This is an optimization exercise on Yosys and OpenROAD, whose aim is small area, a short achievable clock period and few clock cycles, not a production implementation.
RTL that was checked went through simulation tests only; none was proved equivalent to the original.
Only the layout flow was run in run 2; the RTL was not checked for function there.
Power and IR drop assume default switching activity.

==> flow/design.v, too long to show whole: its modules and the start of the top module <==
// module sixteen_lane_string_hash: 14160 lines
module sixteen_lane_string_hash (
  input  wire logic                         clk,
  input  wire logic                         rst,
  input  wire logic                         s_tvalid,
  output      logic                         s_tready,
  input  wire logic [slsh_pkg::S_DATA_W-1:0] s_tdata,    
  input  wire logic                         s_tuser,    
  input  wire logic                         s_tlast,    
  output      logic                         m_tvalid,
  input  wire logic                         m_tready,
  output      logic [slsh_pkg::M_DATA_W-1:0] m_tdata,    
  output      logic                         m_tlast     
);
  // ...
==> flow/flow/run.sh <==
#!/bin/bash
# Standard layout with two changes:
#  - between synthesis and floorplan, flow/polarity.py pushes inverters through
#    full-adder cells (a full adder is self-dual), removing most of the inverters
#    synthesis leaves between the adders of the carry-save trees; registers are
#    not touched;
#  - timing repair aims for the setup margin in flow/margin (ns) instead of the
#    default, so that the achieved period is pushed below the clock period.
# The constraints (constraint.sdc) are the standard flow's, unchanged.
set -euo pipefail
work=$(pwd)
res=$work/orfs/results/${FLOW_PLATFORM:-sky130hd}/sixteen_lane_string_hash/base
margin=$(cat flow/margin 2>/dev/null || echo 0)
bash standard.sh synth > "$work/synth.log" 2>&1
cp "$res/1_2_yosys.v" "$work/1_2_yosys.orig.v"
python3 flow/polarity.py "$work/1_2_yosys.orig.v" "$res/1_2_yosys.v" > "$work/polarity.log" 2>&1
bash standard.sh "SETUP_SLACK_MARGIN=$margin" finish > "$work/layout.log" 2>&1
test -f out/final.def
==> flow/flow/margin <==
12
==> flow/flow/polarity.py <==
#!/usr/bin/env python3
"""Pushes inverters through full-adder cells.

A full adder is self-dual: FA(~a, ~b, ~c) = (~sum, ~cout). Synthesis leaves many
inverters between full adders; this chooses, for each full adder, whether it
works on its signals' complements, so that as few nets as possible need an
inverted copy, then rewrites the netlist with one inverter per such net.
usage: polarity.py in.v out.v
"""
import re, sys, random

INV = 'sky130_fd_sc_hd__inv_1'
FA_TYPES = ('sky130_fd_sc_hd__fa_1', 'sky130_fd_sc_hd__fa_2', 'sky130_fd_sc_hd__fa_4')
OUT_PINS = {'X', 'Y', 'Q', 'Q_N', 'SUM', 'COUT', 'HI', 'LO'}
INV_TYPES = ('sky130_fd_sc_hd__inv_1', 'sky130_fd_sc_hd__inv_2', 'sky130_fd_sc_hd__inv_4',
             'sky130_fd_sc_hd__clkinv_1', 'sky130_fd_sc_hd__clkinv_2')

src = open(sys.argv[1]).read()
mstart = src.index('module ')
mend = src.rindex('endmodule')
body = src[mstart:mend]

cell_re = re.compile(r'^\s*(sky130_fd_sc_hd__\w+)\s+(\S+)\s*\((.*?)\);\s*$', re.S | re.M)
pin_re = re.compile(r'\.(\w+)\(\s*(.*?)\s*\)\s*(?:,|$)', re.S)

cells = []   # [type, name, [(pin, net)]]
spans = []
for m in cell_re.finditer(body):
    pins = pin_re.findall(m.group(3))
    cells.append([m.group(1), m.group(2), pins])
    spans.append((m.start(), m.end()))
if 'assign ' in body:
    sys.exit('netlist has assign statements')

ports = set()
for m in re.finditer(r'^\s*(input|output|inout)\s+(?:\[[^\]]*\]\s*)?(\S+)\s*;', body, re.M):
    ports.add(m.group(2))

def is_port_net(n):
    base = n.split('[')[0].strip()
    return base in ports or n in ports

driver = {}     # net -> (cell index, pin)
loads = {}      # net -> [(cell index, pin)]
for i, (t, name, pins) in enumerate(cells):
    for p, n in pins:
        if not n:
            continue
        if p in OUT_PINS:
            driver[n] = (i, p)
        else:
            loads.setdefault(n, []).append((i, p))

def is_inv(i):
    return cells[i][0] in INV_TYPES

def inv_in(i):
    return dict(cells[i][2])['A']

def root(n):
    par = 0
    seen = 0
    while n in driver and is_inv(driver[n][0]) and not is_port_net(n):
        n = inv_in(driver[n][0])
        par ^= 1
        seen += 1
        if seen > 1000:
            raise SystemExit('inverter loop')
    return n, par

fa = [i for i, c in enumerate(cells) if c[0] in FA_TYPES]
fa_set = set(fa)
# FAs that may not flip: an output is a port
fixed = set()
for i in fa:
    for p, n in cells[i][2]:
        if p in OUT_PINS and is_port_net(n):
            fixed.add(i)

# logical loads: every non-inverter load pin (and inverter loads driving ports), by root
# each load: (cell index or -1, pin, base net, parity)
ll = []
for i, (t, name, pins) in enumerate(cells):
    if is_inv(i):
        out = dict(pins)['Y']
        if is_port_net(out):
            b, par = root(dict(pins)['A'])
            ll.append((i, 'A', b, par))
        continue
    for p, n in pins:
        if p in OUT_PINS or not n:
            continue
        b, par = root(n)
        ll.append((i, p, b, par))
# output ports driven through inverters are loads of their own; port nets driven directly are fine.

p = {i: 0 for i in fa}
def drv_flip(b):
    d = driver.get(b)
    if d and d[0] in fa_set:
        return p[d[0]]
    return 0

by_base = {}
for k, (i, pin, b, par) in enumerate(ll):
    by_base.setdefault(b, []).append(k)
fa_loads = {i: [] for i in fa}   # load entries on FA inputs
for k, (i, pin, b, par) in enumerate(ll):
    if i in fa_set:
        fa_loads[i].append(k)
fa_outs = {i: [n for pp, n in cells[i][2] if pp in OUT_PINS and n] for i in fa}

def need(k):
    i, pin, b, par = ll[k]
    v = par ^ drv_flip(b)
    if i in fa_set:
        v ^= p[i]
    return v

def net_cost(b):
    return 1 if any(need(k) for k in by_base.get(b, [])) else 0

def cost_around(i):
    nets = set(ll[k][2] for k in fa_loads[i]) | set(fa_outs[i])
    return sum(net_cost(b) for b in nets), nets

total = sum(net_cost(b) for b in by_base)
before = sum(1 for c in cells if c[0] in INV_TYPES)
random.seed(1)
improved = True
rounds = 0
while improved and rounds < 50:
    improved = False
    rounds += 1
    order = fa[:]
    random.shuffle(order)
    for i in order:
        if i in fixed:
            continue
        c0, nets = cost_around(i)
        p[i] ^= 1
        c1 = sum(net_cost(b) for b in nets)
        if c1 < c0:
            improved = True
        elif c1 == c0 and random.random() < 0.3:
            pass
        else:
            p[i] ^= 1
# annealing from the greedy result, keeping the best assignment seen
import math
free = [i for i in fa if i not in fixed]
cur = sum(net_cost(b) for b in by_base)
best = cur
bestp = dict(p)
steps = 100 * len(free)
for step in range(steps):
    T = 0.6 * (1 - step / steps) + 0.01
    i = random.choice(free)
    c0, nets = cost_around(i)
    p[i] ^= 1
    c1 = sum(net_cost(b) for b in nets)
    dlt = c1 - c0
    if dlt <= 0 or random.random() < math.exp(-dlt / T):
        cur += dlt
        if cur < best:
            best = cur
            bestp = dict(p)
    else:
        p[i] ^= 1
p = bestp
after = sum(net_cost(b) for b in by_base)
sys.stderr.write('inverters before %d, inverted nets after %d (%d rounds)\n' % (before, after, rounds))

# rewrite: new pin connections for non-inverter cells; inverters rebuilt
newnet = {}   # base net -> inverted net name
newinv = []
cnt = 0
def inverted(b):
    global cnt
    if b not in newnet:
        cnt += 1
        nn = '_pol_n%d_' % cnt
        newnet[b] = nn
        newinv.append(('_pol_i%d_' % cnt, b, nn))
    return newnet[b]

conn = {}   # (cell index, pin) -> net
for k, (i, pin, b, par) in enumerate(ll):
    conn[(i, pin)] = inverted(b) if need(k) else b

out_cells = []
keep = [True] * len(cells)
for i, (t, name, pins) in enumerate(cells):
    if is_inv(i):
        outn = dict(pins)['Y']
        if not is_port_net(outn):
            keep[i] = False
            continue
    newpins = []
    for pp, n in pins:
        if pp in OUT_PINS or not n:
            newpins.append((pp, n))
        else:
            newpins.append((pp, conn.get((i, pp), n)))
    cells[i][2] = newpins

def esc(n):
    return n + ' ' if n.startswith('\\') else n

def fmt(t, name, pins):
    return '  %s %s (\n%s\n  );' % (t, esc(name), ',\n'.join('    .%s(%s)' % (pp, esc(n)) for pp, n in pins))

pieces = []
last = 0
for i, (a, e) in enumerate(spans):
    pieces.append(body[last:a])
    if keep[i]:
        pieces.append('\n' + fmt(*cells[i]))
    last = e
pieces.append(body[last:])
nb = ''.join(pieces)
decl = ''.join('  wire %s;\n' % nn for _, _, nn in newinv)
invs = ''.join('\n' + fmt(INV, name, [('A', b), ('Y', nn)]) for name, b, nn in newinv)
# put declarations after the port list
hdr_end = nb.index(');') + 2
nb = nb[:hdr_end] + '\n' + decl + nb[hdr_end:] + invs + '\n'
open(sys.argv[2], 'w').write(src[:mstart] + nb + src[mend:])
sys.stderr.write('wrote %d inverters\n' % len(newinv))
==> flow/standard.sh <==
#!/bin/bash
# synth_recipe.tcl (not shown) runs the flow's synth.tcl, then flattens the netlist and writes it again
# the make line also repeats each setting of config.mk as NAME=value (left out here)
make -C /OpenROAD-flow-scripts/flow DESIGN_CONFIG=/design/flow/config.mk WORK_HOME=/design/flow/orfs CLKGATE_MAP_FILE= SYNTH_SCRIPT=/design/flow/synth_recipe.tcl "${@:-finish}"
==> flow/config.mk <==
export PLATFORM = sky130hd
export DESIGN_NAME = sixteen_lane_string_hash
export DESIGN_NICKNAME = sixteen_lane_string_hash
export VERILOG_FILES = /design/flow/design.v
export SDC_FILE = /design/flow/constraint.sdc
export NUM_CORES = 4
export LEC_CHECK = 0
export ABC_AREA = 1
export CAP_MARGIN = 20
export CORE_MARGIN = 2
export CORE_UTILIZATION = 40
export SLEW_MARGIN = 20
==> flow/constraint.sdc <==
create_clock -name core_clock -period 17.0 [get_ports {clk}]
set_input_delay 3.4000 -clock core_clock [delete_from_list [all_inputs] [get_ports {clk}]]
set_output_delay 3.4000 -clock core_clock [all_outputs]
set_load 0.01 [all_outputs]
==> metrics.md, run 1 <==
| Metric | Value |
|---|---|
| Status | finished clean |
| Drt total wl | 319000 um |
| Transition time at the pin with the least slew margin | 1.30 ns |
| Minimum setup slack after placement | 11.49 ns |
| DRC violation total after the first TritonRoute iteration | about 7100 |
| Top power group | combinational cells |
| Area of all placed cells without fillers | 108000 um^2 |
| Number of antenna violations at the first check in global routing | 15 |
| Fin util | 0.440 |
| Crit-path leading delay family | flip-flops |
| Count of inserted antenna diode cells | 2 |
| Period utilization | 0.289 |
| Slew HR | 0.126 |
| Max Cap Violations | 0 |
| Timing-limited maximum frequency | about 0.20 GHz |
| Reg2Reg Launch Point | sl_code[30] |
| Layout buffering overhead excluding clock cells | 0.0230 |
| Origin of the worst min-delay path | sl_user[3] |
| Setup bufs post-CTS | 10 |
| Total number of tap cells | ~3300 |
| Startpoint Class | register |
| Number of instances in the synthesized netlist | about 12000 |
| Number of setup violations in the final report | 0 |
| Ratio of total power to cell area | between 200 and 250 nW/um^2 |
| Detailed-route wire length per cell | about 21 um |
| Cell Count Post-Placement | approximately 15000 |
| H-tree level count | 3 |
| Depth of the worst hold-timing path | 2 |
| Hold slack final | between 0.4 and 0.5 ns |
| Reg2Reg Depth | 13 |
| Wire length of the first global-routing pass | 488000 um |
| Critical path cell sequence | inv_1, dlygate4sd2_1 |
| Width of the die | 502 um |
| DR vias | around 79000 |
| Hold violation total from the final report | 0 |
| Non-clock inverters | 2267 |
| Comb_multi_in | 8499 |
| Number of nets in the final layout | around 15000 |
| Maximum number of buffers from clock root to sink | 3 |
| Fin crit period | about 4.9 ns |
| Number of top-level pins | about 120 |
| Class of the worst hold path | reg2reg |
| Worst IR Drop VDD | about 0.00024 V |
| Net switching component of the power | 0.0120 W |
| Hpwl dp | between 200000 and 300000 um |
Testbench counts, summed over its fixed seeds: cycles 20,958.
==> run 2: changes to the inputs <==
--- a/flow/design.v
+++ b/flow/design.v
@@ -135,17 +135,17 @@
   logic [W/4-1:0]      a_ge;    
   logic                a_last;
   slsh_pkg::lane_idx_t o_i;
   assign r_code   = slsh_pkg::code_of(r_byte);
   assign s_tready = !k_v;
   assign in_fire  = s_tvalid && !k_v;
   assign go       = !b_v;
   assign space_ok = !(|sl_last[L-2:0]);
-  assign take     = go && r_v && !sl_last[0] && (!r_last || space_ok);
+  assign take     = go && r_v && !(sl_last[0] && r_user) && (!r_last || space_ok);
   always_ff @(posedge clk) begin
     rst_q <= rst;
   end
   always_ff @(posedge clk) begin
     if (rst) begin
       r_v <= 1'b0;
       k_v <= 1'b0;
     end else begin
==> run 2 against run 1 <==
  * Clock power increased by 2%
  * Sequential cell count unchanged
  * Setup slack got worse by 0.078 ns
  * Via count rose by 0.66%
  * Maximum frequency fell by 1.6%
  * Final cell count is 0.20% higher
  * Power fell by 0.13%
  * Die area barely moved
  * Wire length increased by 2.5%
  * Critical path type unchanged
  * Critical endpoint is now m_tdata[0]
  * Highest routed layer unchanged
==> metrics.md, run 2 <==
| Metric | Value |
|---|---|
| Status | finished clean (unchanged) |
| Number of sinks handled by clock tree synthesis | 779 (unchanged) |
| Max Cap Violations | 0 (unchanged) |
| Origin of the worst setup path | a_i[0] (was a_ge[0]) |
| Transition time at the pin with the least slew margin | 1.24 ns (was 1.30 ns) |
| Class of the worst hold path | reg2reg (unchanged) |
| Number of antenna violations at the first check in global routing | 19 (was 15) |
| Most common cell after layout, fill and taps aside | sky130_fd_sc_hd__nand2_1 (unchanged) |
| Number of setup violations in the final report | 0 (unchanged) |
| Core area | 246000 um^2 (about the same) |
| Wire length of the first global-routing pass | 495000 um (was 488000 um) |
| Number of buffers added by the clock tree synthesis step | 106 (was 107) |
| CTS tree | yes (unchanged) |
| Slowest cell on the critical path | sky130_fd_sc_hd__edfxtp_1 (unchanged) |
| Final worst clock skew | 0.0914 ns (was 0.0667 ns) |
| Drt total wl | 327000 um (was 319000 um) |
| Combined area of all synthesized cells | 99300 um^2 (was 99200 um^2) |
| DRC violation total after the first TritonRoute iteration | 7069 (was 7070) |
| Leading cell types in the layout, fill and taps excluded | sky130_fd_sc_hd__nand2_1 (2697), sky130_fd_sc_hd__inv_1 (2253), sky130_fd_sc_hd__fa_1 (1616), sky130_fd_sc_hd__ha_1 (974), sky130_fd_sc_hd__a21oi_1 (812) (was sky130_fd_sc_hd__nand2_1 (2682), sky130_fd_sc_hd__inv_1 (2260), sky130_fd_sc_hd__fa_1 (1615), sky130_fd_sc_hd__ha_1 (974), sky130_fd_sc_hd__a21oi_1 (810)) |
| Port-buffer cells | 108 (unchanged) |
| Summed negative setup slack over all endpoints | 0 ns (unchanged) |
| H-tree level count | 3 (unchanged) |
| Unrepaired setup endpoints after global routing | true (unchanged) |
| Area of all placed cells without fillers | 109000 um^2 (was 108000 um^2) |
| Width of the die | 502 um (about the same) |
| Site row count | 182 (unchanged) |
| Crit-path leading delay family | flip-flops (unchanged) |
| Number of nets in the final layout | 14600 (about the same) |
| Leakage dissipation | 53.4 nW (about the same) |
| Origin of the worst min-delay path | sl_user[15] (was sl_user[3]) |
| Largest reg by FF count | lanes (unchanged) |
| Starting Density | 0.403 (about the same) |
| Master cell of the clock root buffer | sky130_fd_sc_hd__clkbuf_16 (unchanged) |
| Worst IR Drop VDD | 0.000220 V (was 0.000239 V) |
| Via count of the first global-routing pass | 78500 (was 78000) |
| Residual DRC | 0 (unchanged) |
| Area enclosed by the die boundary | 252000 um^2 (about the same) |
| Synth-to-layout area growth | 9.37% (was 9.22%) |
| Slew HR | 0.167 (was 0.126) |
| Critical path data required time | 13.60 ns (about the same) |
| Reg2Reg Launch Point | sl_code[48] (was sl_code[30]) |
| Critical path cell sequence | buf_2 (was inv_1, dlygate4sd2_1) |
| Maximum number of buffers from clock root to sink | 3 (unchanged) |
| Clock-pin slew reported for the worst setup and hold paths after clock tree synthesis | 0.06 ns (about the same) |
| Peak per-stage delay on the critical path | 0.56 ns (was 0.38 ns) |
| Timing-limited maximum frequency | 0.200 GHz (was 0.203 GHz) |
| Largest net degree at the start of global routing | 132 (was 86) |
| Critical path buffer and inverter count | 1 (was 2) |
| Period utilization | 0.294 (was 0.289) |
| Arr. time, crit path | 1.59 ns (was 1.52 ns) |
| Hpwl dp | 265000 um (was 260000 um) |
| Final Wtd Congestion | 1.04 (was 1.03) |
| Switching fraction of total power | 0.539 (was 0.542) |
| Syn avg cell area | 8.43 um^2 (was 8.42 um^2) |
| Total placed instance area | 104000 um^2 (about the same) |
| Detailed-route wire length per cell | 21.2 um (was 20.8 um) |
| Largest fanout on the critical path | 1 (was 2) |
| Slew Limit Fails | 0 (unchanged) |
| Detail Route Antenna Nets | 0 (unchanged) |
| Critical path endpoint category | output pin (unchanged) |
| Top Registers | lanes x512, sl_code x96 (unchanged) |
| Overall fraction of global-route tracks in use | 0.263 (was 0.257) |
| Design internal power | 0.0102 W (about the same) |
| Proportion of power drawn by combinational gates | 0.784 (was 0.787) |
| Number of instances in the synthesized netlist | 11800 (about the same) |
| Number of warning messages in the yosys log | 1 (unchanged) |
| Insertion delay to the later sink of the worst-skew pair | 0.83 ns (was 0.82 ns) |
| Largest register FFs | 512 (unchanged) |
| Router iterations before antenna repair | 10 (was 6) |
| Vias per cell | 5.15 (was 5.12) |
| Fraction of layout instances using a drive strength above 1 | 0.0465 (was 0.0451) |
| Fin crit period | 4.99 ns (was 4.92 ns) |
| Ratio of total power to cell area | 204 nW/um^2 (was 205 nW/um^2) |
| Overall power of the completed layout | 0.0222 W (about the same) |
| Fillers | 24500 (was 24300) |
| Net switching component of the power | 0.0120 W (about the same) |
| Number of top-level pins | 121 (unchanged) |
| DR vias | 79200 (was 78700) |
| Overall die height | 502 um (about the same) |
| Startpoint Class | register (unchanged) |
| Worst setup path category | reg2out (unchanged) |
| Hold violation total from the final report | 0 (unchanged) |
| Sequential share of power | 0.103 (about the same) |
| Grt total ovfl | 0 (unchanged) |
| Part of the total power dissipated in the clock network | 0.113 (was 0.111) |
-- run 2: final timing paths --
path                 endpoint  slack (ns)  cells after the start
setup / recovery   m_tdata[0]       12.01                      1
setup reg to reg   lanes[273]       12.10                     14
hold reg to reg   sl_user[15]        0.46                      2
hold / removal    sl_user[15]        0.46                      2
-- run 2: through the flow --
stage	hold slack [ns]	util	instances	worst slack [ns]
after floorplan	0.445	-	11800	12.12
after global placement	0.453	0.420	15000	11.00
after detailed placement	0.457	0.420	15000	11.00
after CTS	0.466	0.435	15200	11.82
after global routing	0.488	0.441	15400	11.93
final	0.464	0.441	15400	12.01
-- run 2: power groups by stage --
stage	clock [W]	sequential, W	combinational (W)
after floorplan	0	0.00226	0.0136
after global placement	0	0.00240	0.0167
after detailed placement	0	0.00240	0.0169
after CTS	0.00254	0.00236	0.0171
after global routing	0.00261	0.00230	0.0202
final	0.00251	0.00229	0.0174
-- run 2: timing repair --
item / 4_1_cts / 5_1_grt
pin swaps: 1 / 2
hold buffers: 0 / 0
resized for setup: 137 / 17
buffers inserted: 3 / 159
setup endpoints to repair: 132 / 49
cloned: 1 / 0
-- run 2: layout make-up --
class | instances | area, um^2 | area share
Multi-Input combinational cell | 8491 | 71400 | 0.658
Sequential cell | 779 | 17900 | 0.165
Inverter | 2261 | 8520 | 0.0785
Tap cell | 3312 | 4140 | 0.0382
Clock buffer | 121 | 2740 | 0.0252
Timing Repair Buffer | 340 | 2740 | 0.0252
Clock inverter | 80 | 1050 | 0.00965
Antenna cell | 16 | 40.0 | 0.000369
-- run 2: routing by layer --
| layer | track usage | part of all wire | routed length, um | vias up |
|---|---|---|---|---|
| met4 | 0.141 | 0.067 | 21900 | 14 |
| met3 | 0.0566 | 0.081 | 26600 | 694 |
| li1 | - | - | - | 37200 |
| met1 | 0.344 | 0.41 | 135000 | 38500 |
| met5 | 0 | 0.00072 | 234 | - |
| met2 | 0.406 | 0.44 | 143000 | 2825 |

-- separate check: timing with driven ports --
The flow's constraints put no driver on any port. The routed layouts listed below were extracted and timed again, unchanged, in two steps. Step 1 sets driving cells, clkbuf_16 on the clock port and buf_2 on the other inputs (assumed; they add their load-dependent delay and slew). Step 2, shift: input delay + t, output delay - t, t = (earliest + latest rising clock arrival at the registers) / 2. This alone moves slack from input paths to output paths. Slacks: no drivers / after step 1 / after step 2; pairs: no drivers / after step 1.
run	shift t [ns]	setup slack, ns	worst setup path after step 2	worst data-port slew with drivers (ns)
run 1	0.880	12.085 / 11.987 / 11.519	input to register	0.03
run 2	0.887	12.007 / 11.906 / 11.367	input to register	0.04
After both steps setup and hold are still met in every run listed. For run 2, which loses most, drivers alone change the setup slack by -0.101 ns; drivers and shift together by -0.640 ns.
